Background: an optimization exercise with open tools, aiming at small area. Do not read the settings as production practice. In this exercise RTL edits were held to simulation tests only and were not proved equivalent to the original. Power is estimated from default activity; no workload was simulated.

## flow/design.v

```verilog
module pm_aoi222 (
  input  logic a1, a2, b1, b2, c1, c2,
  output logic y
);
  assign y = ~(a1 & a2 | b1 & b2 | c1 & c2);
endmodule
module pm_nand2 (
  input  logic a, b,
  output logic y
);
  assign y = ~(a & b);
endmodule
module pm_nand3 (
  input  logic a, b, c,
  output logic y
);
  assign y = ~(a & b & c);
endmodule
module pm_nand4 (
  input  logic a, b, c, d,
  output logic y
);
  assign y = ~(a & b & c & d);
endmodule
module pm_nor2 (
  input  logic a, b,
  output logic y
);
  assign y = ~(a | b);
endmodule
module pm_mux2i (
  input  logic a0, a1, s,
  output logic y
);
  assign y = ~(s ? a1 : a0);
endmodule
module pm_read_half (
  input  logic [127:0] d,
  input  logic [127:0] sel,
  output logic [1:0]   q
);
  logic [43:0] l1;   
  logic [11:0] l2;   
  logic [5:0]  l3;   
  for (genvar i = 0; i < 42; i++) begin : g_l1
    pm_aoi222 u (.a1(d[3*i]), .a2(sel[3*i]), .b1(d[3*i+1]), .b2(sel[3*i+1]),
                 .c1(d[3*i+2]), .c2(sel[3*i+2]), .y(l1[i]));
  end
  pm_nand2 u_l1_42 (.a(d[126]), .b(sel[126]), .y(l1[42]));
  pm_nand2 u_l1_43 (.a(d[127]), .b(sel[127]), .y(l1[43]));
  for (genvar i = 0; i < 8; i++) begin : g_l2a
    pm_nand4 u (.a(l1[4*i]), .b(l1[4*i+1]), .c(l1[4*i+2]), .d(l1[4*i+3]), .y(l2[i]));
  end
  for (genvar i = 0; i < 4; i++) begin : g_l2b
    pm_nand3 u (.a(l1[32+3*i]), .b(l1[32+3*i+1]), .c(l1[32+3*i+2]), .y(l2[8+i]));
  end
  for (genvar i = 0; i < 6; i++) begin : g_l3
    pm_nor2 u (.a(l2[2*i]), .b(l2[2*i+1]), .y(l3[i]));
  end
  pm_nand3 u_l4_0 (.a(l3[0]), .b(l3[1]), .c(l3[2]), .y(q[0]));
  pm_nand3 u_l4_1 (.a(l3[3]), .b(l3[4]), .c(l3[5]), .y(q[1]));
endmodule
module program_memory #(
  parameter int                 ADDR_W   = 8,
  parameter int                 DATA_W   = 12,
  parameter logic [DATA_W-1:0]  NOP_WORD = {DATA_W{1'b0}}
) (
  input  logic              clk,
  input  logic              rst,
  input  logic [ADDR_W-1:0] addr_in,
  input  logic              fetch_en,
  output logic [DATA_W-1:0] data_out,
  output logic              cpu_hold,
  input  logic              load_start,
  input  logic              load_valid,
  input  logic [DATA_W-1:0] load_data,
  input  logic              load_last,
  output logic              load_ready,
  output logic              load_done,
  output logic [ADDR_W:0]   loaded_count
);
  localparam int DEPTH = 2 ** ADDR_W;   
  localparam int WB_W  = 3;             
  localparam int WB    = 2 ** WB_W;
  localparam int NSEG  = DEPTH / WB;    
  logic              r_load;    
  logic              r_run;     
  logic [ADDR_W:0]   r_count;   
  logic [ADDR_W:0]   r_ninj;    
  logic [ADDR_W-1:0] r_phi;     
  logic [DATA_W-1:0] r_ring [DEPTH];   
  logic [DATA_W-1:0] r_dl [WB];   
  logic [WB-1:0]     r_dlv;        
  logic [DATA_W-1:0] r_data;
  logic              r_done;
  logic              w_accept;
  logic              w_final;
  logic              w_inj;
  logic [ADDR_W-1:WB_W] w_entry;
  logic [NSEG-1:0]   w_seg_inj;
  logic [DATA_W-1:0] w_inj_word;
  logic [WB_W:0]     w_pend;         
  logic [WB_W-1:0]   w_rank [WB];    
  logic [WB-1:0]     w_inj_stage;
  logic [WB-1:0]     w_rd_stage;
  logic [ADDR_W-1:0] w_age;          
  logic [DATA_W-1:0] w_dl_rd;
  logic [DATA_W-1:0] w_inj_word_n;
  logic [ADDR_W-1:0] w_pos;
  logic              w_hit;
  logic              w_wait;
  logic [15:0]       w_pre_lo_n;
  logic [15:0]       w_pre_hi_n;
  logic [DEPTH-1:0]  w_sel;
  logic [DATA_W-1:0] w_rd;
  assign w_accept = r_load && load_valid && !load_start;
  assign w_final  = load_last || (r_count[ADDR_W-1:0] == {ADDR_W{1'b1}});
  assign w_inj        = (r_ninj != r_count) && (r_phi[WB_W-1:0] == r_ninj[WB_W-1:0]);
  assign w_entry      = r_phi[ADDR_W-1:WB_W] - r_ninj[ADDR_W-1:WB_W];
  assign w_pend       = r_count[WB_W:0] - r_ninj[WB_W:0];
  always_comb begin
    w_inj_word = '0;
    w_dl_rd    = '0;
    for (int j = 0; j < WB; j++) begin
      w_rank[j] = '0;
      for (int i = 0; i < j; i++) w_rank[j] = w_rank[j] + WB_W'(r_dlv[i]);
      w_inj_stage[j] = r_dlv[j] && (w_rank[j] == WB_W'(w_pend - 1'b1));
      w_rd_stage[j]  = r_dlv[j] && (w_rank[j] == w_age[WB_W-1:0]);
      w_inj_word = w_inj_word | ({DATA_W{w_inj_stage[j]}} & r_dl[j]);
      w_dl_rd    = w_dl_rd    | ({DATA_W{w_rd_stage[j]}}  & r_dl[j]);
    end
  end
  assign w_inj_word_n = ~w_inj_word;
  always_comb begin
    for (int s = 0; s < NSEG; s++) w_seg_inj[s] = w_inj && (w_entry == (ADDR_W-WB_W)'(s));
  end
  always_ff @(posedge clk) begin
    r_dl[0]  <= load_data;
    r_dlv[0] <= w_accept;
    for (int j = 1; j < WB; j++) begin
      r_dl[j]  <= r_dl[j-1];
      r_dlv[j] <= r_dlv[j-1];
    end
  end
  always_ff @(posedge clk) begin
    for (int p = 0; p < DEPTH; p++) begin
      if (p % WB != 0) r_ring[p] <= r_ring[p-1];
    end
  end
  for (genvar s = 0; s < NSEG; s++) begin : g_seg
    for (genvar b = 0; b < DATA_W; b++) begin : g_bit
      logic y;
      pm_mux2i u_entry (
        .a0(r_ring[(s * WB + DEPTH - 1) % DEPTH][b]),
        .a1(s % 2 == 1 ? w_inj_word[b] : w_inj_word_n[b]),
        .s (w_seg_inj[s]),
        .y (y)
      );
      always_ff @(posedge clk) r_ring[s * WB][b] <= y;
    end
  end
  assign w_pos  = r_phi + ~addr_in;
  assign w_age  = r_count[ADDR_W-1:0] + ~addr_in;
  assign w_hit  = {1'b0, addr_in} < r_count;
  assign w_wait = {1'b0, addr_in} >= r_ninj;
  always_comb begin
    for (int j = 0; j < 16; j++) begin
      w_pre_lo_n[j] = (w_pos[3:0] != 4'(j));
      w_pre_hi_n[j] = (w_pos[7:4] != 4'(j));
    end
  end
  for (genvar i = 0; i < DEPTH; i++) begin : g_dec
    pm_nor2 u_sel (.a(w_pre_hi_n[i/16]), .b(w_pre_lo_n[i%16]), .y(w_sel[i]));
  end
  for (genvar b = 0; b < DATA_W; b++) begin : g_rd
    logic [127:0] col_t, col_i, sel_t, sel_i;
    logic [1:0]   q_t, q_i;
    for (genvar i = 0; i < 128; i++) begin : g_col
      localparam int PT = (i / 8) * 16 + (i % 8);
      assign col_t[i] = r_ring[PT][b];
      assign sel_t[i] = w_sel[PT];
      assign col_i[i] = r_ring[PT + 8][b];
      assign sel_i[i] = w_sel[PT + 8];
    end
    pm_read_half u_t (.d(col_t), .sel(sel_t), .q(q_t));
    pm_read_half u_i (.d(col_i), .sel(sel_i), .q(q_i));
    assign w_rd[b] = w_pos[3] ? !(q_i[0] | q_i[1]) : (q_t[0] | q_t[1]);
  end
  always_ff @(posedge clk) begin
    if (rst) begin
      r_load  <= 1'b0;
      r_run   <= 1'b0;
      r_count <= '0;
      r_ninj  <= '0;
      r_phi   <= '0;
      r_data  <= NOP_WORD;
      r_done  <= 1'b0;
    end else begin
      r_done <= 1'b0;
      r_phi  <= r_phi + 1'b1;
      if (w_inj) r_ninj <= r_ninj + 1'b1;
      if (load_start) begin
        r_load  <= 1'b1;
        r_run   <= 1'b0;
        r_count <= '0;
        r_ninj  <= '0;
        r_data  <= NOP_WORD;
      end else if (w_accept) begin
        r_count <= r_count + 1'b1;
        if (w_final) begin
          r_load <= 1'b0;
          r_run  <= 1'b1;
          r_done <= 1'b1;
        end
      end else if (r_run && fetch_en) begin
        if (!w_hit)
          r_data <= NOP_WORD;
        else if (w_wait)
          r_data <= w_dl_rd;
        else
          r_data <= w_rd;
      end
    end
  end
  assign data_out     = r_data;
  assign cpu_hold     = !r_run;
  assign load_ready   = r_load;
  assign load_done    = r_done;
  assign loaded_count = r_count;
endmodule
```

## flow/run.sh

```bash
#!/bin/bash
# synth_recipe.tcl (not shown) runs the flow's synth.tcl, then flattens the netlist and writes it again
# the make line also repeats each setting of config.mk as NAME=value (left out here)
make -C /OpenROAD-flow-scripts/flow DESIGN_CONFIG=/design/flow/config.mk WORK_HOME=/design/flow/orfs CLKGATE_MAP_FILE= SYNTH_SCRIPT=/design/flow/synth_recipe.tcl finish
```

## flow/config.mk

```make
export PLATFORM = sky130hd
export DESIGN_NAME = program_memory
export DESIGN_NICKNAME = program_memory
export VERILOG_FILES = /design/flow/design.v
export SDC_FILE = /design/flow/constraint.sdc
export NUM_CORES = 4
export LEC_CHECK = 0
export CAP_MARGIN = 20
export CORE_MARGIN = 2
export CORE_UTILIZATION = 40
export CTS_BUF_LIST = sky130_fd_sc_hd__clkbuf_8
export CTS_CLUSTER_DIAMETER = 50
export CTS_CLUSTER_SIZE = 15
export PLACE_DENSITY = 0.6
export SLEW_MARGIN = 20
export SYNTH_HIERARCHICAL = 1
```

## flow/constraint.sdc

```tcl
create_clock -name core_clock -period 10.0 [get_ports {clk}]
set_input_delay 2.0000 -clock core_clock [delete_from_list [all_inputs] [get_ports {clk}]]
set_output_delay 2.0000 -clock core_clock [all_outputs]
set_load 0.01 [all_outputs]
```

==> results of run 1 <==
## state kept, by name (all words and copies together) (netlist names)
name     flops
r_done       1
r_dlv        8
r_load       1
r_ninj       9
r_data      12
r_count      9
r_ring    3072
r_dl        96
r_phi        8
r_run        1
## power groups by stage
stage / logic [mW] / clock network, mW / registers [mW]
2_1_floorplan: 0.178 / 0 / 13.2
3_3_place_gp: 0.400 / 0 / 13.3
3_5_place_dp: 0.404 / 0 / 13.3
4_1_cts: 0.405 / 7.42 / 13.0
5_1_grt: 0.429 / 7.91 / 13.0
6_report: 0.427 / 7.34 / 13.0
## cells in the final DEF, fill, tap and decap left out, types with 12 or more instances in the layout
master / instances
sky130_fd_sc_hd__a21oi_1: 36
sky130_fd_sc_hd__a221o_2: 12
sky130_fd_sc_hd__a221oi_1: 12
sky130_fd_sc_hd__a221oi_4: 12
sky130_fd_sc_hd__a222oi_1: 1008
sky130_fd_sc_hd__a22o_1: 12
sky130_fd_sc_hd__a22oi_1: 12
sky130_fd_sc_hd__a32oi_1: 24
sky130_fd_sc_hd__and4_1: 17
sky130_fd_sc_hd__buf_4: 214
sky130_fd_sc_hd__clkbuf_8: 308
sky130_fd_sc_hd__clkdlybuf4s50_1: 49
sky130_fd_sc_hd__dfxtp_1: 3216
sky130_fd_sc_hd__ha_1: 43
sky130_fd_sc_hd__inv_1: 57
sky130_fd_sc_hd__inv_6: 14
sky130_fd_sc_hd__mux2i_1: 384
sky130_fd_sc_hd__nand2_1: 129
sky130_fd_sc_hd__nand3_1: 175
sky130_fd_sc_hd__nand4_1: 213
sky130_fd_sc_hd__nor2_1: 490
sky130_fd_sc_hd__nor3_1: 19
sky130_fd_sc_hd__o211ai_1: 13
sky130_fd_sc_hd__o31ai_1: 12
sky130_fd_sc_hd__xnor2_1: 49
sky130_fd_sc_hd__xor2_1: 31
## cell type report
type                    count  area (um2)
diodes                     10        25.0
clock buffers             308        4240
clock inverters            62         703
fillers                 19200      117000
inverters                  44         165
multi-input cells        2795       22100
flip-flops and latches   3217       64400
well taps                2838        3550
repair buffers            266        2150
## worst max-delay path: cells and delay by family
family,cells,cell delay [ns]
simple gates,8,2.89
buf+inv,5,1.55
compound gates,4,0.96
fa+ha+maj,1,0.37
xor+xnor,1,0.18
## path summary, 6_finish.rpt
kind	start	end	slack, ns
setup / recovery	addr_in[2]	r_data[1]	2.97
hold / removal	r_ring[100][2]	r_ring[101][2]	0.31
setup reg to reg	r_dlv[2]	r_ring[240][1]	3.92
hold reg to reg	r_ring[100][2]	r_ring[101][2]	0.31
## per-module statistics from Yosys (local to each module, per instance), excerpt
| module | flops+latches | cells | copies in the design | area [um2] |
|---|---|---|---|---|
| pm_aoi222 | 0 | 1 | 1008 | 10.0 |
| pm_nor2 | 0 | 1 | 400 | 3.75 |
| program_memory | 3217 | 3919 | 1 | 68900 |
| pm_nand4 | 0 | 1 | 192 | 6.26 |
| pm_nand3 | 0 | 1 | 144 | 5.00 |
| pm_mux2i | 0 | 1 | 384 | 10.0 |
| pm_nand2 | 0 | 1 | 48 | 3.75 |
## metal layers
| layer | up-vias | share of wire | GRT usage |
|---|---|---|---|
| li1 | 25100 | - | - |
| met1 | 29500 | 0.43 | 0.382 |
| met2 | 3735 | 0.41 | 0.374 |
| met3 | 547 | 0.12 | 0.0697 |
| met4 | 6 | 0.040 | 0.101 |
| met5 | - | 0.00010 | 0 |
## kinds of logic after synthesis
kind of cell,Yosys count
compound gates,1175
xor+xnor,82
flops,3217
fa+ha+maj,49
buf+inv,83
simple gates,1105
mux,384
## metrics by stage
| stage | worst slack (ns) | power, mW | instance area, um2 | std cells | utilization |
|---|---|---|---|---|---|
| after floorplan | 4.86 | 13.4 | 86500 | 6095 | - |
| after detailed placement | 2.23 | 13.7 | 92300 | 9158 | 0.430 |
| after global routing | 2.88 | 21.3 | 97300 | 9535 | 0.453 |
| final | 2.97 | 20.8 | 97300 | 9540 | 0.453 |
| after CTS | 3.40 | 20.8 | 97300 | 9528 | 0.453 |
| after global placement | 1.87 | 13.7 | 92300 | 9156 | 0.430 |
==> run summary, run 1 <==
# TYPE chip_impl_metric gauge
chip_impl_info{name="run_status",value="complete, no violations"} 1
chip_impl_metric{name="route.detailed.vias_per_inst",unit=""} 6.17
chip_impl_metric{name="synthesis.area",unit="um2"} 86500
chip_impl_metric{name="route.antenna.remaining_nets",unit=""} 0
chip_impl_metric{name="clock_latency",unit="ns"} 1.07
chip_impl_metric{name="p_leak",unit="nW"} 35.1
chip_impl_metric{name="synth-seq-cells",unit=""} 3217
chip_impl_metric{name="io_pins",unit=""} 50
chip_impl_metric{name="finish.net_count",unit=""} 6685
chip_impl_metric{name="wirelength",unit="mm"} 300
chip_impl_metric{name="yosys.cell_types.count",unit=""} 51
chip_impl_metric{name="detailedRoute.firstIterationViolations",unit=""} 11700
chip_impl_metric{name="clockBufferDepth",unit=""} 4
chip_impl_metric{name="sequential_area_share_after_synthesis",unit=""} 0.745
chip_impl_metric{name="cts_num_sinks",unit=""} 3217
chip_impl_metric{name="final_layout_size_suffix_gt1_frac",unit=""} 0.0952
chip_impl_metric{name="postSynth.asyncResetShare",unit=""} 0
chip_impl_metric{name="total_power_divided_by_cell_area",unit="nW/um2"} 213
chip_impl_metric{name="cp.required",unit="ns"} 10.96
chip_impl_info{name="yosys-top-cells-count",value="3217 x sky130_fd_sc_hd__dfxtp_1, 1008 x sky130_fd_sc_hd__a222oi_1, 500 x sky130_fd_sc_hd__nor2_1, 384 x sky130_fd_sc_hd__mux2i_1, 213 x sky130_fd_sc_hd__nand4_1"} 1
chip_impl_metric{name="core.rowCount",unit=""} 170
chip_impl_info{name="ctsRootBufferMaster",value="sky130_fd_sc_hd__clkbuf_8"} 1
chip_impl_metric{name="hold_ws",unit="ns"} 0.312
chip_impl_metric{name="internal-power",unit="mW"} 16.1
chip_impl_metric{name="core_region_area",unit="um2"} 215000
chip_impl_metric{name="ir_drop",unit="uV"} 146
chip_impl_metric{name="postSynthAreaPerCell",unit="um2"} 14.2
chip_impl_metric{name="die-width",unit="um"} 469
chip_impl_info{name="synth_top_cell_by_area",value="sky130_fd_sc_hd__dfxtp_1"} 1
chip_impl_metric{name="post_synth_and_or_nand_nor_area_fraction",unit=""} 0.0595
chip_impl_info{name="critical_path_class",value="in -> reg"} 1
chip_impl_info{name="synth.area.top_cells",value="sky130_fd_sc_hd__dfxtp_1 74%, sky130_fd_sc_hd__a222oi_1 12%, sky130_fd_sc_hd__mux2i_1 4.4%"} 1
chip_impl_info{name="end_kind",value="flip-flop"} 1
chip_impl_metric{name="grt_start_max_net_pins",unit=""} 28
chip_impl_metric{name="drt_pass1_iterations",unit=""} 14
chip_impl_metric{name="crit_arrival",unit="ns"} 7.99
chip_impl_metric{name="hpwl",unit="mm"} 210
chip_impl_metric{name="synthXorXnorAreaFrac",unit=""} 0.00856
chip_impl_info{name="synth_top_family_by_area",value="compound AO/OA/AOI/OAI gates"} 1
chip_impl_metric{name="grt_overflow",unit=""} 0
chip_impl_metric{name="p_comb_frac",unit=""} 0.021
chip_impl_metric{name="drv_slew",unit=""} 0
chip_impl_metric{name="setup_repair_bufs_after_cts",unit=""} 0
chip_impl_metric{name="postSynthNetCount",unit=""} 6170
chip_impl_metric{name="max_cap_viol_count",unit=""} 0
chip_impl_metric{name="period_share",unit=""} 0.703
chip_impl_metric{name="setup_tns",unit="ns"} 0
chip_impl_metric{name="critPathMaxFanout",unit=""} 14
chip_impl_metric{name="num_vias",unit=""} 58900
chip_impl_info{name="path_cells",value="clkdlybuf4s50_1 > inv_1 > ha_1 > a21oi_1 > nand2_1 > xnor2_1 > buf_4 > nor2_1 > nand3_1 > buf_4 > buf_4 > nor2_1 > a222oi_1 > nand4_1 > nor2_1 > nand3_1 > nor3_1 > o31ai_1 > a32oi_1"} 1
chip_impl_info{name="dominantRegCellSynth",value="sky130_fd_sc_hd__dfxtp_1"} 1
chip_impl_metric{name="final-hold-violation-count",unit=""} 0
chip_impl_metric{name="switching_share",unit=""} 0.224
chip_impl_metric{name="finalWeightedCongestion",unit=""} 0.946
chip_impl_info{name="grt_setup_unrepaired",value="false"} 1
chip_impl_metric{name="crit_path_max_incr_delay",unit="ns"} 0.81
chip_impl_metric{name="detail_route.wl_per_cell",unit="um"} 31.4
chip_impl_metric{name="number_of_enable_type_register_cells_in_the_synthesized_netlist",unit=""} 0
chip_impl_metric{name="syn_to_final_growth",unit="%"} 12.6
chip_impl_metric{name="worstMarginPinSlew",unit="ns"} 1.34
chip_impl_metric{name="hold-path-cell-count",unit=""} 0
chip_impl_metric{name="cts_inserted_buffers",unit=""} 286
chip_impl_metric{name="post_syn_instances",unit=""} 6095
chip_impl_info{name="critPathLaunchType",value="input port"} 1
chip_impl_metric{name="period_needed",unit="ns"} 7.03
chip_impl_metric{name="r2r_cells",unit=""} 13
chip_impl_info{name="crit_path_top_delay_cell",value="sky130_fd_sc_hd__nor2_1"} 1
chip_impl_metric{name="yosys.area_share.adder",unit=""} 0.00761
chip_impl_metric{name="clock_power_share",unit=""} 0.354
chip_impl_metric{name="floorplan.initialDensity",unit=""} 0.403
chip_impl_metric{name="first_pass_grt_wire_length",unit="mm"} 420
chip_impl_metric{name="net_switching_power",unit="mW"} 4.64
chip_impl_metric{name="timing.final.setup_violations",unit=""} 0
chip_impl_metric{name="finalClockSkew",unit="ns"} 0.0924
chip_impl_metric{name="cts.clk_slew.worst_paths",unit="ns"} 0.09
chip_impl_metric{name="port_buffers",unit=""} 49
chip_impl_info{name="synth.most_common_cell",value="sky130_fd_sc_hd__dfxtp_1"} 1
chip_impl_metric{name="yosysWarningCount",unit=""} 13
chip_impl_metric{name="mux_share_of_post_synthesis_cell_area",unit=""} 0.0444
chip_impl_metric{name="share_seq_of_total_power",unit=""} 0.626
chip_impl_metric{name="headroom_to_the_max_slew_limit",unit=""} 0.106
chip_impl_metric{name="grt_antenna_before_repair",unit=""} 21
chip_impl_metric{name="synth-compound-area-share",unit=""} 0.131
chip_impl_metric{name="cts.hold.buffers_added",unit=""} 0
chip_impl_metric{name="chipHeight",unit="um"} 469
chip_impl_info{name="cts_tree",value="yes"} 1
chip_impl_metric{name="achievable-frequency",unit="GHz"} 0.142
chip_impl_metric{name="number_of_h_tree_branching_levels",unit=""} 5
chip_impl_metric{name="design.die.area",unit="um2"} 220000
chip_impl_metric{name="netlist.area_leader.share",unit=""} 0.745
chip_impl_metric{name="via_count_of_the_first_global_routing_pass",unit=""} 56500
chip_impl_info{name="min-delay-path-class",value="reg -> reg"} 1
chip_impl_metric{name="drc",unit=""} 0
chip_impl_metric{name="groute.usage.overall",unit=""} 0.264
chip_impl_metric{name="post_cts_resize_count",unit=""} 0
==> inputs of run 2 (changes only) <==
--- a/flow/config.mk
+++ b/flow/config.mk
@@ -9,7 +9,7 @@
 export CORE_MARGIN = 2
 export CORE_UTILIZATION = 40
 export CTS_BUF_LIST = sky130_fd_sc_hd__clkbuf_8
-export CTS_CLUSTER_DIAMETER = 50
+export CTS_CLUSTER_DIAMETER = 70
 export CTS_CLUSTER_SIZE = 15
 export PLACE_DENSITY = 0.6
 export SLEW_MARGIN = 20
==> run 2 against run 1 <==
Net effect:
- first-iteration DRC count shrank 1.0%
- core utilization fell by 0.64 points
- largest cell class unchanged
- still clean
- die area stayed put
- largest power group unchanged
- critical path depth shrank 2
==> run summary, run 2 <==
# TYPE chip_impl_metric gauge
chip_impl_metric{name="period_share",unit=""} 0.716
chip_impl_metric{name="drt_pass1_iterations",unit=""} 14
chip_impl_metric{name="chipHeight",unit="um"} 469
chip_impl_info{name="synth.most_common_cell",value="sky130_fd_sc_hd__dfxtp_1"} 1
chip_impl_info{name="critPathLaunchType",value="input port"} 1
chip_impl_metric{name="grt_overflow",unit=""} 0
chip_impl_metric{name="yosysWarningCount",unit=""} 13
chip_impl_metric{name="timing.final.setup_violations",unit=""} 0
chip_impl_metric{name="cts_num_sinks",unit=""} 3217
chip_impl_metric{name="critPathMaxFanout",unit=""} 16
chip_impl_metric{name="floorplan.initialDensity",unit=""} 0.403
chip_impl_metric{name="die-width",unit="um"} 469
chip_impl_metric{name="synthesis.area",unit="um2"} 86500
chip_impl_metric{name="num_vias",unit=""} 58700
chip_impl_metric{name="p_leak",unit="nW"} 34.4
chip_impl_metric{name="final_layout_size_suffix_gt1_frac",unit=""} 0.0821
chip_impl_metric{name="post_syn_instances",unit=""} 6095
chip_impl_metric{name="finalWeightedCongestion",unit=""} 0.946
chip_impl_metric{name="number_of_enable_type_register_cells_in_the_synthesized_netlist",unit=""} 0
chip_impl_info{name="path_common_cell",value="sky130_fd_sc_hd__nor2_1"} 1
chip_impl_info{name="min-delay-path-class",value="reg -> reg"} 1
chip_impl_metric{name="final-hold-violation-count",unit=""} 0
chip_impl_metric{name="cp.required",unit="ns"} 11.00
chip_impl_info{name="end_kind",value="flip-flop"} 1
chip_impl_metric{name="postSynthAreaPerCell",unit="um2"} 14.2
chip_impl_metric{name="clock_latency",unit="ns"} 1.07
chip_impl_info{name="layout_top_registers",value="r_ring: 3072 flops, r_dl: 96 flops, r_data: 12 flops"} 1
chip_impl_metric{name="period_needed",unit="ns"} 7.16
chip_impl_metric{name="number_of_h_tree_branching_levels",unit=""} 4
chip_impl_metric{name="drc",unit=""} 0
chip_impl_metric{name="postSynthNetCount",unit=""} 6170
chip_impl_metric{name="via_count_of_the_first_global_routing_pass",unit=""} 56100
chip_impl_metric{name="route.met2.wl",unit="mm"} 123
chip_impl_metric{name="cts.hold.buffers_added",unit=""} 0
chip_impl_metric{name="design.die.area",unit="um2"} 220000
chip_impl_metric{name="finish.net_count",unit=""} 6635
chip_impl_metric{name="share_seq_of_total_power",unit=""} 0.662
chip_impl_metric{name="hold_ws",unit="ns"} 0.305
chip_impl_metric{name="internal-power",unit="mW"} 15.2
chip_impl_info{name="crit_path_top_delay_cell",value="sky130_fd_sc_hd__nand2_1"} 1
chip_impl_metric{name="wirelength",unit="mm"} 298
chip_impl_info{name="run_status",value="complete, no violations"} 1
chip_impl_metric{name="synth-seq-cells",unit=""} 3217
chip_impl_metric{name="routedLengthMet1",unit="mm"} 128
chip_impl_metric{name="route.antenna.remaining_nets",unit=""} 0
chip_impl_info{name="mostFrequentLayoutCell",value="sky130_fd_sc_hd__dfxtp_1"} 1
chip_impl_metric{name="hpwl",unit="mm"} 210
chip_impl_info{name="cp_top_family",value="simple AND/OR/NAND/NOR gates"} 1
chip_impl_metric{name="final_core_utilization",unit=""} 0.447
chip_impl_metric{name="total_power_divided_by_cell_area",unit="nW/um2"} 204
chip_impl_metric{name="cts.clk_slew.worst_paths",unit="ns"} 0.10
chip_impl_metric{name="p_comb_frac",unit=""} 0.022
chip_impl_metric{name="max_cap_viol_count",unit=""} 0
chip_impl_metric{name="net_switching_power",unit="mW"} 4.41
chip_impl_metric{name="headroom_to_the_max_slew_limit",unit=""} 0.143
chip_impl_metric{name="groute.usage.overall",unit=""} 0.262
chip_impl_metric{name="switching_share",unit=""} 0.225
chip_impl_metric{name="yosys.cell_types.count",unit=""} 51
chip_impl_info{name="yosys-top-cells-count",value="3217 x sky130_fd_sc_hd__dfxtp_1, 1008 x sky130_fd_sc_hd__a222oi_1, 500 x sky130_fd_sc_hd__nor2_1, 384 x sky130_fd_sc_hd__mux2i_1, 213 x sky130_fd_sc_hd__nand4_1"} 1
chip_impl_metric{name="io_pins",unit=""} 50
chip_impl_metric{name="sequential_area_share_after_synthesis",unit=""} 0.745
chip_impl_metric{name="route.detailed.vias_per_inst",unit=""} 6.22
chip_impl_metric{name="postSynth.asyncResetShare",unit=""} 0
chip_impl_info{name="cts_tree",value="yes"} 1
chip_impl_metric{name="setup_repair_bufs_after_cts",unit=""} 0
chip_impl_metric{name="critical_path.n_buffers_inverters",unit=""} 2
chip_impl_info{name="synth_top_cell_by_area",value="sky130_fd_sc_hd__dfxtp_1"} 1
chip_impl_metric{name="detail_route.wl_per_cell",unit="um"} 31.6
chip_impl_info{name="path_cells",value="clkdlybuf4s50_1 > inv_1 > ha_1 > nand3_1 > a21bo_2 > a2bb2oi_1 > xor2_1 > nor2_1 > nand2_1 > nor2_1 > a222oi_1 > nand4_1 > nor2_1 > nand3_1 > nor3_1 > o31ai_1 > a32oi_1"} 1
chip_impl_info{name="highest_metal_layer_used_by_the_detailed_router",value="met5"} 1
chip_impl_metric{name="netlist.area_leader.share",unit=""} 0.745
chip_impl_metric{name="syn_to_final_growth",unit="%"} 11.0
chip_impl_metric{name="crit_arrival",unit="ns"} 8.15
chip_impl_metric{name="port_buffers",unit=""} 49
chip_impl_info{name="synth.area.top_cells",value="sky130_fd_sc_hd__dfxtp_1 74%, sky130_fd_sc_hd__a222oi_1 12%, sky130_fd_sc_hd__mux2i_1 4.4%"} 1
chip_impl_metric{name="largest_reg_flops",unit=""} 3072
chip_impl_metric{name="finalClockSkew",unit="ns"} 0.102
chip_impl_metric{name="first_pass_grt_wire_length",unit="mm"} 417
chip_impl_metric{name="clock_power_share",unit=""} 0.316
chip_impl_metric{name="core.rowCount",unit=""} 170
chip_impl_metric{name="grt_start_max_net_pins",unit=""} 28
chip_impl_info{name="top_register",value="r_ring"} 1
chip_impl_metric{name="setup_tns",unit="ns"} 0
chip_impl_metric{name="worstMarginPinSlew",unit="ns"} 1.29
chip_impl_metric{name="post_cts_resize_count",unit=""} 0
chip_impl_info{name="dominantRegCellSynth",value="sky130_fd_sc_hd__dfxtp_1"} 1
chip_impl_metric{name="n_fill_cell",unit=""} 19300
chip_impl_metric{name="achievable-frequency",unit="GHz"} 0.140
chip_impl_metric{name="crit_path_max_incr_delay",unit="ns"} 0.80
chip_impl_metric{name="drv_slew",unit=""} 0
chip_impl_metric{name="ir_drop",unit="uV"} 143
chip_impl_metric{name="met3_wirelength",unit="mm"} 35.7
chip_impl_info{name="critical_path_class",value="in -> reg"} 1
chip_impl_info{name="ctsRootBufferMaster",value="sky130_fd_sc_hd__clkbuf_8"} 1
chip_impl_info{name="grt_setup_unrepaired",value="false"} 1
chip_impl_metric{name="cts_inserted_buffers",unit=""} 237
chip_impl_metric{name="core_region_area",unit="um2"} 215000
chip_impl_metric{name="detailedRoute.firstIterationViolations",unit=""} 11600
chip_impl_metric{name="grt_antenna_before_repair",unit=""} 25
chip_impl_metric{name="clockBufferDepth",unit=""} 3
chip_impl_info{name="layout.cells.most_common_list",value="3217 x sky130_fd_sc_hd__dfxtp_1, 1008 x sky130_fd_sc_hd__a222oi_1, 491 x sky130_fd_sc_hd__nor2_1, 384 x sky130_fd_sc_hd__mux2i_1, 240 x sky130_fd_sc_hd__clkbuf_8"} 1
-- run 2: cell counts after synthesis --
Identical to the previous run, type by type.
-- run 2: power groups by stage --
| stage | clock network [mW] | registers [mW] | logic (mW) |
|---|---|---|---|
| detailed placement | 0 | 13.3 | 0.404 |
| global route | 6.74 | 13.0 | 0.428 |
| global placement | 0 | 13.3 | 0.400 |
| finish | 6.21 | 13.0 | 0.426 |
| CTS | 6.28 | 13.0 | 0.405 |
| floorplan | 0 | 13.2 | 0.178 |
-- run 2: path summary, 6_finish.rpt --
| check | cells after the start | slack (ns) | start | end |
|---|---|---|---|---|
| max | 17 | 2.84 | addr_in[1] | r_data[2] |
| min | 0 | 0.30 | r_ring[13][0] | r_ring[14][0] |
| max reg2reg | 13 | 3.51 | r_dlv[2] | r_ring[240][1] |
| min reg2reg | 0 | 0.30 | r_ring[13][0] | r_ring[14][0] |
-- run 2: cell type report --
type | count | area [um2] | share of cell area
tap | 2838 | 3550 | 0.0370
antenna | 12 | 30.0 | 0.000313
inverter | 44 | 165 | 0.00172
sequential | 3217 | 64400 | 0.671
timing repair buffer | 265 | 2140 | 0.0223
clock inverter | 25 | 284 | 0.00296
clock buffer | 240 | 3300 | 0.0344
multi-input combinational | 2795 | 22100 | 0.230
-- run 2: cells by family (layout without fill, tap and decap cells) --
| logic type | after synthesis | in the layout | share of synthesized area |
|---|---|---|---|
| compound gates | 1175 | 1175 | 0.131 |
| mux | 384 | 384 | 0.0444 |
| simple gates | 1105 | 1105 | 0.0595 |
| buf+inv | 83 | 574 | 0.00380 |
| xor+xnor | 82 | 82 | 0.00856 |
| fa+ha+maj | 49 | 49 | 0.00761 |
| other cells | 0 | 12 | 0 |
| flops | 3217 | 3217 | 0.745 |
-- run 2: layer usage --
metal | global-route usage | vias up
li1 | - | 24900
met1 | 0.378 | 29500
met2 | 0.373 | 3722
met3 | 0.0729 | 519
met4 | 0.0971 | 14
met5 | 0 | -
-- run 2: per-stage QoR --
stage | cell area [um2] | worst slack, ns | power [mW] | std cells
finish | 96000 | 2.84 | 19.6 | 9436
global route | 96000 | 2.73 | 20.2 | 9427
global placement | 92300 | 1.87 | 13.7 | 9156
CTS | 95900 | 3.44 | 19.7 | 9423
floorplan | 86500 | 4.86 | 13.4 | 6095
detailed placement | 92300 | 2.23 | 13.7 | 9158
-- run 2: modules after synthesis, one instance, submodules excluded, excerpt --
module / times used / cell area (um2) / cells / flip-flops and latches
pm_nand2: 48 / 3.75 / 1 / 0
program_memory: 1 / 68900 / 3919 / 3217
pm_nand4: 192 / 6.26 / 1 / 0
pm_mux2i: 384 / 10.0 / 1 / 0
pm_nor2: 400 / 3.75 / 1 / 0
pm_aoi222: 1008 / 10.0 / 1 / 0
pm_nand3: 144 / 5.00 / 1 / 0
==> inputs of run 3 (changes only) <==
==> flow/flow/run.sh (new file) <==
#!/bin/bash
# The standard layout (standard.sh: the ORFS flow with the standard synthesis), with two
# changes: the port buffers are the smallest buffer, and clock tree synthesis uses clkbuf_8
# with sink clusters of up to 15 (50 um across) and inserts no dummy loads.
set -euo pipefail
export BUFFER_PORTS_ARGS="-buffer_cell sky130_fd_sc_hd__buf_1"
export CTS_ARGS="-sink_clustering_enable -repair_clock_nets -dont_use_dummy_load -buf_list sky130_fd_sc_hd__clkbuf_8 -sink_clustering_size 15 -sink_clustering_max_diameter 50"
bash standard.sh finish > standard.log 2>&1
==> flow/standard.sh (new file) <==
#!/bin/bash
# synth_recipe.tcl (not shown) runs the flow's synth.tcl, then flattens the netlist and writes it again
# the make line also repeats each setting of config.mk as NAME=value (left out here)
make -C /OpenROAD-flow-scripts/flow DESIGN_CONFIG=/design/flow/config.mk WORK_HOME=/design/flow/orfs CLKGATE_MAP_FILE= SYNTH_SCRIPT=/design/flow/synth_recipe.tcl "${@:-finish}"
--- a/flow/config.mk
+++ b/flow/config.mk
@@ -8,9 +8,6 @@
 export CAP_MARGIN = 20
 export CORE_MARGIN = 2
 export CORE_UTILIZATION = 40
-export CTS_BUF_LIST = sky130_fd_sc_hd__clkbuf_8
-export CTS_CLUSTER_DIAMETER = 70
-export CTS_CLUSTER_SIZE = 15
 export PLACE_DENSITY = 0.6
 export SLEW_MARGIN = 20
 export SYNTH_HIERARCHICAL = 1
removed: flow/run.sh
==> run 3 against run 2 <==
Net effect:
- via count increased by 0.51%
- synthesized cell count unchanged
- cell area increased by 0.13%
- total power increased by 1.7%
- global-route usage increased by 0.52 points
- sequential power about the same
- core utilization increased by 0.059 points
- clock skew increased by 0.020 ns
- cell count increased by 0.37%
- largest power group unchanged
==> run summary, run 3 <==
# TYPE chip_impl_metric gauge
chip_impl_info{name="run_status",value="complete, no violations"} 1
chip_impl_metric{name="finalWeightedCongestion",unit=""} 0.928
chip_impl_metric{name="route.detailed.vias_per_inst",unit=""} 6.23
chip_impl_metric{name="route.antenna.remaining_nets",unit=""} 0
chip_impl_metric{name="largest_reg_flops",unit=""} 3072
chip_impl_info{name="yosys-top-cells-count",value="3217 x sky130_fd_sc_hd__dfxtp_1, 1008 x sky130_fd_sc_hd__a222oi_1, 500 x sky130_fd_sc_hd__nor2_1, 384 x sky130_fd_sc_hd__mux2i_1, 213 x sky130_fd_sc_hd__nand4_1"} 1
chip_impl_metric{name="max_cap_viol_count",unit=""} 0
chip_impl_metric{name="detailedRoute.firstIterationViolations",unit=""} 12200
chip_impl_metric{name="timing.final.setup_violations",unit=""} 0
chip_impl_metric{name="hpwl",unit="mm"} 211
chip_impl_metric{name="achievable-frequency",unit="GHz"} 0.146
chip_impl_metric{name="netlist.area_leader.share",unit=""} 0.745
chip_impl_metric{name="setup_repair_bufs_after_cts",unit=""} 0
chip_impl_metric{name="design.die.area",unit="um2"} 220000
chip_impl_metric{name="headroom_to_the_max_slew_limit",unit=""} 0.108
chip_impl_metric{name="detail_route.wl_per_cell",unit="um"} 32.1
chip_impl_metric{name="final_layout_size_suffix_gt1_frac",unit=""} 0.0864
chip_impl_metric{name="r2r_cells",unit=""} 19
chip_impl_info{name="grt_setup_unrepaired",value="false"} 1
chip_impl_metric{name="cts.hold.buffers_added",unit=""} 0
chip_impl_metric{name="p_leak",unit="nW"} 34.5
chip_impl_metric{name="die-width",unit="um"} 469
chip_impl_metric{name="first_pass_grt_wire_length",unit="mm"} 424
chip_impl_info{name="hold-path-endpoint",value="r_ring[39][5]"} 1
chip_impl_info{name="critical_path_class",value="in -> reg"} 1
chip_impl_metric{name="finish.net_count",unit=""} 6695
chip_impl_metric{name="postSynthAreaPerCell",unit="um2"} 14.2
chip_impl_metric{name="grt_antenna_before_repair",unit=""} 37
chip_impl_metric{name="finalClockSkew",unit="ns"} 0.121
chip_impl_metric{name="floorplan.initialDensity",unit=""} 0.403
chip_impl_metric{name="clockBufferDepth",unit=""} 4
chip_impl_metric{name="period_share",unit=""} 0.687
chip_impl_metric{name="drc",unit=""} 0
chip_impl_metric{name="chipHeight",unit="um"} 469
chip_impl_metric{name="grt_overflow",unit=""} 0
chip_impl_info{name="worst_hold_startpoint",value="r_ring[38][5]"} 1
chip_impl_metric{name="num_vias",unit=""} 59000
chip_impl_metric{name="cts.clk_slew.worst_paths",unit="ns"} 0.09
chip_impl_metric{name="post_cts_resize_count",unit=""} 0
chip_impl_info{name="layout.cells.most_common_list",value="3216 x sky130_fd_sc_hd__dfxtp_1, 1008 x sky130_fd_sc_hd__a222oi_1, 494 x sky130_fd_sc_hd__nor2_1, 384 x sky130_fd_sc_hd__mux2i_1, 282 x sky130_fd_sc_hd__clkbuf_8"} 1
chip_impl_info{name="path_cells",value="buf_1 > inv_1 > ha_1 > a21oi_1 > nand2_1 > xor2_1 > buf_4 > nor2_1 > nand2_1 > buf_4 > nor2_1 > a222oi_1 > nand4_1 > nor2_1 > nand3_1 > nor2_1 > nor2_1 > o31ai_1 > a32oi_1"} 1
chip_impl_metric{name="final-hold-violation-count",unit=""} 0
chip_impl_info{name="end_kind",value="flip-flop"} 1
chip_impl_metric{name="setup_tns",unit="ns"} 0
chip_impl_info{name="synth.area.top_cells",value="sky130_fd_sc_hd__dfxtp_1 74%, sky130_fd_sc_hd__a222oi_1 12%, sky130_fd_sc_hd__mux2i_1 4.4%"} 1
chip_impl_info{name="dominantRegCellSynth",value="sky130_fd_sc_hd__dfxtp_1"} 1
chip_impl_metric{name="cp.required",unit="ns"} 10.93
chip_impl_metric{name="critical_path.n_buffers_inverters",unit=""} 4
chip_impl_metric{name="ir_drop",unit="uV"} 148
chip_impl_info{name="mostFrequentLayoutCell",value="sky130_fd_sc_hd__dfxtp_1"} 1
chip_impl_metric{name="total_power_divided_by_cell_area",unit="nW/um2"} 208
chip_impl_metric{name="cts_inserted_buffers",unit=""} 282
chip_impl_metric{name="clock_latency",unit="ns"} 1.08
chip_impl_metric{name="post_syn_instances",unit=""} 6095
chip_impl_metric{name="port_buffers",unit=""} 49
chip_impl_metric{name="yosysWarningCount",unit=""} 13
chip_impl_metric{name="grt_start_max_net_pins",unit=""} 28
chip_impl_metric{name="core_region_area",unit="um2"} 215000
chip_impl_metric{name="groute.usage.overall",unit=""} 0.268
chip_impl_info{name="synth.most_common_cell",value="sky130_fd_sc_hd__dfxtp_1"} 1
chip_impl_metric{name="core.rowCount",unit=""} 170
chip_impl_metric{name="yosys.cell_types.count",unit=""} 51
chip_impl_metric{name="synth-seq-cells",unit=""} 3217
chip_impl_metric{name="postSynth.asyncResetShare",unit=""} 0
chip_impl_metric{name="syn_to_final_growth",unit="%"} 11.1
chip_impl_metric{name="number_of_enable_type_register_cells_in_the_synthesized_netlist",unit=""} 0
chip_impl_metric{name="hold-path-cell-count",unit=""} 0
chip_impl_metric{name="wirelength",unit="mm"} 304
chip_impl_metric{name="sequential_area_share_after_synthesis",unit=""} 0.745
chip_impl_info{name="layout_top_registers",value="r_ring: 3072 flops, r_dl: 96 flops, r_data: 12 flops"} 1
chip_impl_metric{name="period_needed",unit="ns"} 6.87
chip_impl_metric{name="postSynthNetCount",unit=""} 6170
chip_impl_metric{name="drv_slew",unit=""} 0
chip_impl_info{name="top_register",value="r_ring"} 1
chip_impl_metric{name="crit_path_max_incr_delay",unit="ns"} 0.82
chip_impl_metric{name="worstMarginPinSlew",unit="ns"} 1.33
chip_impl_metric{name="via_count_of_the_first_global_routing_pass",unit=""} 56700
chip_impl_info{name="reg2reg_to",value="r_data[10]"} 1
chip_impl_info{name="cts_tree",value="yes"} 1
chip_impl_info{name="crit_path_top_delay_cell",value="sky130_fd_sc_hd__nand2_1"} 1
chip_impl_info{name="timing.rr.start",value="r_phi[0]"} 1
chip_impl_info{name="path_common_cell",value="sky130_fd_sc_hd__nor2_1"} 1
chip_impl_metric{name="cts_num_sinks",unit=""} 3217
chip_impl_metric{name="io_pins",unit=""} 50
chip_impl_metric{name="hold_ws",unit="ns"} 0.292
chip_impl_info{name="synth_top_cell_by_area",value="sky130_fd_sc_hd__dfxtp_1"} 1
chip_impl_info{name="cp_top_family",value="simple AND/OR/NAND/NOR gates"} 1
chip_impl_info{name="min-delay-path-class",value="reg -> reg"} 1
chip_impl_metric{name="critPathMaxFanout",unit=""} 14
chip_impl_metric{name="synthesis.area",unit="um2"} 86500
chip_impl_metric{name="setup.reg_to_reg.worst_slack",unit="ns"} 3.92
chip_impl_metric{name="number_of_h_tree_branching_levels",unit=""} 5
chip_impl_info{name="ctsRootBufferMaster",value="sky130_fd_sc_hd__clkbuf_8"} 1
chip_impl_info{name="critPathLaunchType",value="input port"} 1
chip_impl_metric{name="crit_arrival",unit="ns"} 7.80
chip_impl_metric{name="drt_pass1_iterations",unit=""} 15
## run 3: cell counts after synthesis
Identical to the previous run, type by type.
## run 3: cell families after synthesis
logic type               count (synthesis)  synth area share
flip-flops                            3217             0.745
adder cells (fa/ha/maj)                 49           0.00761
AND/OR/NAND/NOR                       1105            0.0595
AO/OA/AOI/OAI                         1175             0.131
multiplexers                           384            0.0444
buffers and inverters                   83           0.00380
XOR/XNOR                                82           0.00856
## run 3: worst register-to-register path: stages, from the launching register on
cell and delay (ns):
sky130_fd_sc_hd__dfxtp_1 0.44, sky130_fd_sc_hd__ha_1 0.23, sky130_fd_sc_hd__inv_1 0.07, sky130_fd_sc_hd__fa_1 0.44, sky130_fd_sc_hd__nor2b_1 0.14, sky130_fd_sc_hd__o21a_1 0.22
sky130_fd_sc_hd__o211a_1 0.18, sky130_fd_sc_hd__a211o_1 0.13, sky130_fd_sc_hd__nor2_1 0.12, sky130_fd_sc_hd__nand2_1 0.75, sky130_fd_sc_hd__nor2_1 0.36, sky130_fd_sc_hd__buf_4 0.31
sky130_fd_sc_hd__a222oi_1 0.33, sky130_fd_sc_hd__nand4_1 0.21, sky130_fd_sc_hd__nor2_1 0.68, sky130_fd_sc_hd__nand3_1 0.45, sky130_fd_sc_hd__nor2_1 0.27, sky130_fd_sc_hd__nor2_1 0.07
sky130_fd_sc_hd__o31ai_1 0.50, sky130_fd_sc_hd__a32oi_1 0.10
## run 3: worst max path at each step
stage               slack (ns)  startpoint    endpoint  cells past startpoint
finish                    3.13  addr_in[1]  r_data[10]                     19
global route              3.14  addr_in[1]  r_data[10]                     19
CTS                       3.44  addr_in[1]  r_data[10]                     19
detailed placement        2.29  addr_in[1]  r_data[10]                     19
global placement          2.33  addr_in[0]  r_data[10]                     21
floorplan                 4.86  addr_in[0]   r_data[1]                     18
## run 3: per-module statistics from Yosys (local to each module, per instance), excerpt
| module | flops+latches | cells inside |
|---|---|---|
| pm_nand3 | 0 | 1 |
| pm_mux2i | 0 | 1 |
| pm_aoi222 | 0 | 1 |
| pm_nor2 | 0 | 1 |
| program_memory | 3217 | 3919 |
| pm_nand2 | 0 | 1 |
| pm_nand4 | 0 | 1 |
## run 3: stage by stage
step                      power (mW)  setup slack [ns]  cells  utilization  cell area, um2
after CTS                       20.0              3.44   9453        0.447           96000
after floorplan                 13.4              4.86   6095            -           86500
final                           20.0              3.13   9471        0.447           96100
after detailed placement        13.7              2.29   9171        0.429           92200
after global routing            20.5              3.14   9461        0.447           96100
after global placement          13.7              2.33   9168        0.429           92100
## run 3: where the power goes
group / switching (mW) / internal (mW)
Combinational: 0.316 / 0.0954
Sequential: 0.0885 / 12.9
Clock: 4.02 / 2.54
## run 3: area by class of cell
| type | instances | area, um2 |
|---|---|---|
| Tap cell | 2838 | 3550 |
| Fill cell | 19200 | 119000 |
| Sequential cell | 3217 | 64400 |
| Antenna cell | 15 | 37.5 |
| Inverter | 44 | 165 |
| Multi-Input combinational cell | 2795 | 22100 |
| Timing Repair Buffer | 280 | 1950 |
| Clock buffer | 282 | 3880 |
## run 3: metal layers
layer	global-route usage	share of wire	vias to the layer above
met5	0	0.00042	-
met4	0.122	0.049	18
met3	0.0710	0.11	703
met2	0.379	0.41	3685
met1	0.380	0.43	29500
li1	-	-	25000
==> inputs of run 4 (changes only) <==
==> flow/flow/run.sh (replaced) <==
#!/bin/bash
# The standard layout (standard.sh: the ORFS flow with the standard synthesis), with two
# changes: the port buffers are the smallest buffer, and clock tree synthesis uses clkbuf_8
# with sink clusters of up to 15 (70 um across) and inserts no dummy loads.
set -euo pipefail
export BUFFER_PORTS_ARGS="-buffer_cell sky130_fd_sc_hd__buf_1"
export CTS_ARGS="-sink_clustering_enable -repair_clock_nets -dont_use_dummy_load -buf_list sky130_fd_sc_hd__clkbuf_8 -sink_clustering_size 15 -sink_clustering_max_diameter 70"
bash standard.sh finish > standard.log 2>&1
==> run 4 against run 3 <==
Net effect:
- still clean
- maximum frequency is 0.55% higher
- synthesized area unchanged
- total power shrank 3.1%
- global-route usage is 0.17 points lower
- sequential power barely moved
- core utilization shrank 0.31 points
- combinational power hardly changed
- worst hold slack got worse by 0.036 ns
- setup slack gained 0.037 ns
- sequential share of layout area up 0.47 points
- critical path type unchanged
==> run summary, run 4 <==
# TYPE chip_impl_metric gauge
chip_impl_info{name="run_status",value="complete, no violations"} 1
chip_impl_metric{name="design.die.area",unit="um2"} 220000
chip_impl_metric{name="netlist.area_leader.share",unit=""} 0.745
chip_impl_info{name="crit_start",value="addr_in[1]"} 1
chip_impl_metric{name="via_count_of_the_first_global_routing_pass",unit=""} 56000
chip_impl_metric{name="period_needed",unit="ns"} 6.84
chip_impl_metric{name="final_layout_size_suffix_gt1_frac",unit=""} 0.0799
chip_impl_metric{name="setup_repair_bufs_after_cts",unit=""} 0
chip_impl_metric{name="num_vias",unit=""} 58800
chip_impl_metric{name="postSynthNetCount",unit=""} 6170
chip_impl_info{name="critical_path_class",value="in -> reg"} 1
chip_impl_metric{name="syn_to_final_growth",unit="%"} 10.4
chip_impl_metric{name="route.antenna.remaining_nets",unit=""} 0
chip_impl_metric{name="cts.clk_slew.worst_paths",unit="ns"} 0.10
chip_impl_metric{name="finish.net_count",unit=""} 6648
chip_impl_metric{name="drt_pass1_iterations",unit=""} 17
chip_impl_metric{name="hpwl",unit="mm"} 211
chip_impl_metric{name="max_cap_viol_count",unit=""} 0
chip_impl_info{name="yosys-top-cells-count",value="3217 x sky130_fd_sc_hd__dfxtp_1, 1008 x sky130_fd_sc_hd__a222oi_1, 500 x sky130_fd_sc_hd__nor2_1, 384 x sky130_fd_sc_hd__mux2i_1, 213 x sky130_fd_sc_hd__nand4_1"} 1
chip_impl_metric{name="ir_drop",unit="uV"} 158
chip_impl_info{name="dominantRegCellSynth",value="sky130_fd_sc_hd__dfxtp_1"} 1
chip_impl_metric{name="finalClockSkew",unit="ns"} 0.134
chip_impl_metric{name="timing.final.setup_violations",unit=""} 0
chip_impl_metric{name="yosys.cell_types.count",unit=""} 51
chip_impl_metric{name="chipHeight",unit="um"} 469
chip_impl_metric{name="groute.usage.overall",unit=""} 0.266
chip_impl_info{name="end_kind",value="flip-flop"} 1
chip_impl_metric{name="p_leak",unit="nW"} 34.2
chip_impl_info{name="top_register",value="r_ring"} 1
chip_impl_info{name="synth.area.top_cells",value="sky130_fd_sc_hd__dfxtp_1 74%, sky130_fd_sc_hd__a222oi_1 12%, sky130_fd_sc_hd__mux2i_1 4.4%"} 1
chip_impl_metric{name="post_cts_resize_count",unit=""} 0
chip_impl_metric{name="drc",unit=""} 0
chip_impl_metric{name="floorplan.initialDensity",unit=""} 0.403
chip_impl_metric{name="number_of_h_tree_branching_levels",unit=""} 4
chip_impl_metric{name="period_share",unit=""} 0.684
chip_impl_info{name="cts_tree",value="yes"} 1
chip_impl_metric{name="grt_overflow",unit=""} 0
chip_impl_metric{name="setup_tns",unit="ns"} 0
chip_impl_info{name="ctsRootBufferMaster",value="sky130_fd_sc_hd__clkbuf_8"} 1
chip_impl_metric{name="crit_path_max_incr_delay",unit="ns"} 0.76
chip_impl_info{name="grt_setup_unrepaired",value="false"} 1
chip_impl_metric{name="wirelength",unit="mm"} 302
chip_impl_metric{name="cts.hold.buffers_added",unit=""} 0
chip_impl_metric{name="core_region_area",unit="um2"} 215000
chip_impl_metric{name="core.rowCount",unit=""} 170
chip_impl_metric{name="achievable-frequency",unit="GHz"} 0.146
chip_impl_metric{name="net_switching_power",unit="mW"} 4.27
chip_impl_info{name="path_common_cell",value="sky130_fd_sc_hd__nor2_1"} 1
chip_impl_metric{name="first_pass_grt_wire_length",unit="mm"} 421
chip_impl_metric{name="grt_antenna_before_repair",unit=""} 35
chip_impl_metric{name="number_of_enable_type_register_cells_in_the_synthesized_netlist",unit=""} 0
chip_impl_metric{name="cts_num_sinks",unit=""} 3217
chip_impl_info{name="crit_path_top_delay_cell",value="sky130_fd_sc_hd__nand2_1"} 1
chip_impl_metric{name="post_syn_instances",unit=""} 6095
chip_impl_info{name="synth_top_cell_by_area",value="sky130_fd_sc_hd__dfxtp_1"} 1
chip_impl_metric{name="synth-seq-cells",unit=""} 3217
chip_impl_info{name="mostFrequentLayoutCell",value="sky130_fd_sc_hd__dfxtp_1"} 1
chip_impl_metric{name="grt_start_max_net_pins",unit=""} 28
chip_impl_metric{name="p_comb_frac",unit=""} 0.021
chip_impl_metric{name="sequential_area_share_after_synthesis",unit=""} 0.745
chip_impl_metric{name="critPathMaxFanout",unit=""} 16
chip_impl_info{name="reg2reg_to",value="r_data[10]"} 1
chip_impl_metric{name="r2r_cells",unit=""} 19
chip_impl_metric{name="io_pins",unit=""} 50
chip_impl_metric{name="clock_latency",unit="ns"} 1.05
chip_impl_metric{name="die-width",unit="um"} 469
chip_impl_info{name="critPathLaunchType",value="input port"} 1
chip_impl_metric{name="worstMarginPinSlew",unit="ns"} 1.30
chip_impl_info{name="timing.rr.start",value="r_phi[0]"} 1
chip_impl_metric{name="total_power_divided_by_cell_area",unit="nW/um2"} 203
chip_impl_info{name="synth.most_common_cell",value="sky130_fd_sc_hd__dfxtp_1"} 1
chip_impl_info{name="layout.cells.most_common_list",value="3216 x sky130_fd_sc_hd__dfxtp_1, 1008 x sky130_fd_sc_hd__a222oi_1, 494 x sky130_fd_sc_hd__nor2_1, 384 x sky130_fd_sc_hd__mux2i_1, 234 x sky130_fd_sc_hd__clkbuf_8"} 1
chip_impl_metric{name="final-hold-violation-count",unit=""} 0
chip_impl_metric{name="setup.reg_to_reg.worst_slack",unit="ns"} 3.90
chip_impl_metric{name="share_seq_of_total_power",unit=""} 0.671
chip_impl_metric{name="internal-power",unit="mW"} 15.1
chip_impl_metric{name="cp.required",unit="ns"} 10.90
chip_impl_metric{name="route.detailed.vias_per_inst",unit=""} 6.24
chip_impl_metric{name="cts_inserted_buffers",unit=""} 234
chip_impl_metric{name="drv_slew",unit=""} 0
chip_impl_metric{name="switching_share",unit=""} 0.221
chip_impl_info{name="crit_end",value="r_data[10]"} 1
chip_impl_metric{name="clock_power_share",unit=""} 0.307
chip_impl_metric{name="headroom_to_the_max_slew_limit",unit=""} 0.128
chip_impl_info{name="layout_top_registers",value="r_ring: 3072 flops, r_dl: 96 flops, r_data: 12 flops"} 1
chip_impl_metric{name="detailedRoute.firstIterationViolations",unit=""} 12300
chip_impl_info{name="path_cells",value="buf_1 > inv_1 > ha_1 > nand3_1 > a21bo_2 > a2bb2oi_1 > xor2_1 > nor2_1 > nand2_1 > nor2_1 > buf_4 > a222oi_1 > nand4_1 > nor2_1 > nand3_1 > nor2_1 > nor2_1 > o31ai_1 > a32oi_1"} 1
chip_impl_metric{name="largest_reg_flops",unit=""} 3072
chip_impl_metric{name="yosysWarningCount",unit=""} 13
chip_impl_metric{name="postSynth.asyncResetShare",unit=""} 0
chip_impl_metric{name="postSynthAreaPerCell",unit="um2"} 14.2
chip_impl_metric{name="synthesis.area",unit="um2"} 86500
chip_impl_metric{name="detail_route.wl_per_cell",unit="um"} 32.1
chip_impl_metric{name="finalWeightedCongestion",unit=""} 0.928
chip_impl_metric{name="port_buffers",unit=""} 49
chip_impl_metric{name="report.power.total",unit="mW"} 19.3
chip_impl_metric{name="clockBufferDepth",unit=""} 3
chip_impl_metric{name="crit_arrival",unit="ns"} 7.73
chip_impl_info{name="min-delay-path-class",value="reg -> reg"} 1
-- run 4: changes by cell type in the layout (fill, tap and decap cells not counted) --
cell | previous run | this run
sky130_fd_sc_hd__clkbuf_8 | 282 | 234
sky130_fd_sc_hd__diode_2 | 15 | 8
sky130_fd_sc_hd__buf_4 | 226 | 227
-- run 4: through the flow --
| step | cells | hold slack (ns) | cell area (um2) | setup slack [ns] | util |
|---|---|---|---|---|---|
| after detailed placement | 9171 | 0.334 | 92200 | 2.29 | 0.429 |
| after floorplan | 6095 | 0.330 | 86500 | 4.86 | - |
| after CTS | 9405 | 0.246 | 95400 | 3.43 | 0.444 |
| final | 9417 | 0.256 | 95400 | 3.16 | 0.444 |
| after global routing | 9413 | 0.247 | 95400 | 3.11 | 0.444 |
| after global placement | 9168 | 0.332 | 92100 | 2.33 | 0.429 |
-- run 4: layout make-up --
type / count / area [um2]
diodes: 8 / 20.0
clock buffers: 234 / 3220
fillers: 19300 / 119000
inverters: 44 / 165
multi-input cells: 2795 / 22100
flip-flops and latches: 3217 / 64400
well taps: 2838 / 3550
repair buffers: 281 / 1960
-- run 4: power groups by stage --
stage	clock, mW	sequential (mW)	combinational [mW]
CTS	6.02	13.0	0.393
global route	6.48	13.0	0.413
floorplan	0	13.2	0.178
detailed placement	0	13.3	0.393
global placement	0	13.3	0.388
finish	5.95	13.0	0.411
-- run 4: per-module statistics from Yosys, one instance, submodules excluded, a selection --
module / flip-flops and latches / cells inside / copies in the design
pm_nand4: 0 / 1 / 192
program_memory: 3217 / 3919 / 1
pm_mux2i: 0 / 1 / 384
pm_aoi222: 0 / 1 / 1008
pm_nand2: 0 / 1 / 48
pm_nand3: 0 / 1 / 144
-- run 4: how the worst min path moves through the flow --
stage / startpoint / end / slack [ns] / cells after the start
2_1_floorplan: r_ring[99][0] / r_ring[100][0] / 0.33 / 0
3_3_place_gp: r_ring[62][10] / r_ring[63][10] / 0.33 / 0
3_5_place_dp: r_ring[209][11] / r_ring[210][11] / 0.33 / 0
4_1_cts: r_ring[186][0] / r_ring[187][0] / 0.25 / 0
5_1_grt: r_ring[186][11] / r_ring[187][11] / 0.25 / 0
6_report: r_ring[162][3] / r_ring[163][3] / 0.26 / 0
-- run 4: cells by family (layout without fill, tap and decap cells) --
logic type	count (synthesis)	count (layout)	share of synthesized area
DFF	3217	3217	0.745
AOI/OAI and AO/OA	1175	1175	0.131
and+or+nand+nor	1105	1105	0.0595
muxes	384	384	0.0444
buffers and inverters	83	559	0.00380
xor gates and xnor gates	82	82	0.00856
adders and majority gates	49	49	0.00761
other	0	8	0
-- run 4: critical path, delay by kind of cell --
family	cells	cell delay [ns]
simple gates	9	2.96
compound gates	5	1.46
buf+inv	3	0.74
fa+ha+maj	1	0.30
xor+xnor	1	0.25
-- run 4: metal layers --
layer | vias to the layer above | GRT usage | routed length [um]
met2 | 3713 | 0.379 | 125000
met5 | - | 0 | 132
met4 | 20 | 0.110 | 13900
li1 | 24900 | - | -
met1 | 29500 | 0.380 | 128000
met3 | 604 | 0.0695 | 34900

-- afterwards: timing with drivers on the ports --
How much do the figures lean on ideal ports? The routed layouts below were timed once more, with nothing changed but the port constraints.
Step 1: set_driving_cell puts a clkbuf_16 on clk and a buf_2 on each other input, an assumption about the parent block.
Step 2 moves the port delays by t, midway between the first and last clock arrival at a register: inputs arrive t later, outputs are due t later. That takes back most of the time a late clock gives input paths.
Three values: ideal ports, drivers, drivers and shift; two values: the first two.
| run | t (ns) | setup WS [ns] | worst slew at a driven data input, ns |
|---|---|---|---|
| run 1 | 1.134 | 2.966 / 3.036 / 1.902 | 0.05 |
| run 2 | 1.117 | 2.845 / 2.894 / 1.777 | 0.05 |
| run 3 | 1.109 | 3.127 / 3.162 / 2.053 | 0.05 |
| run 4 | 1.070 | 3.165 / 3.195 / 2.125 | 0.05 |
After both steps setup and hold are still met in every run listed. The setup slack of run 3, which loses most, moves by +0.035 ns with the drivers and by -1.074 ns with both steps.
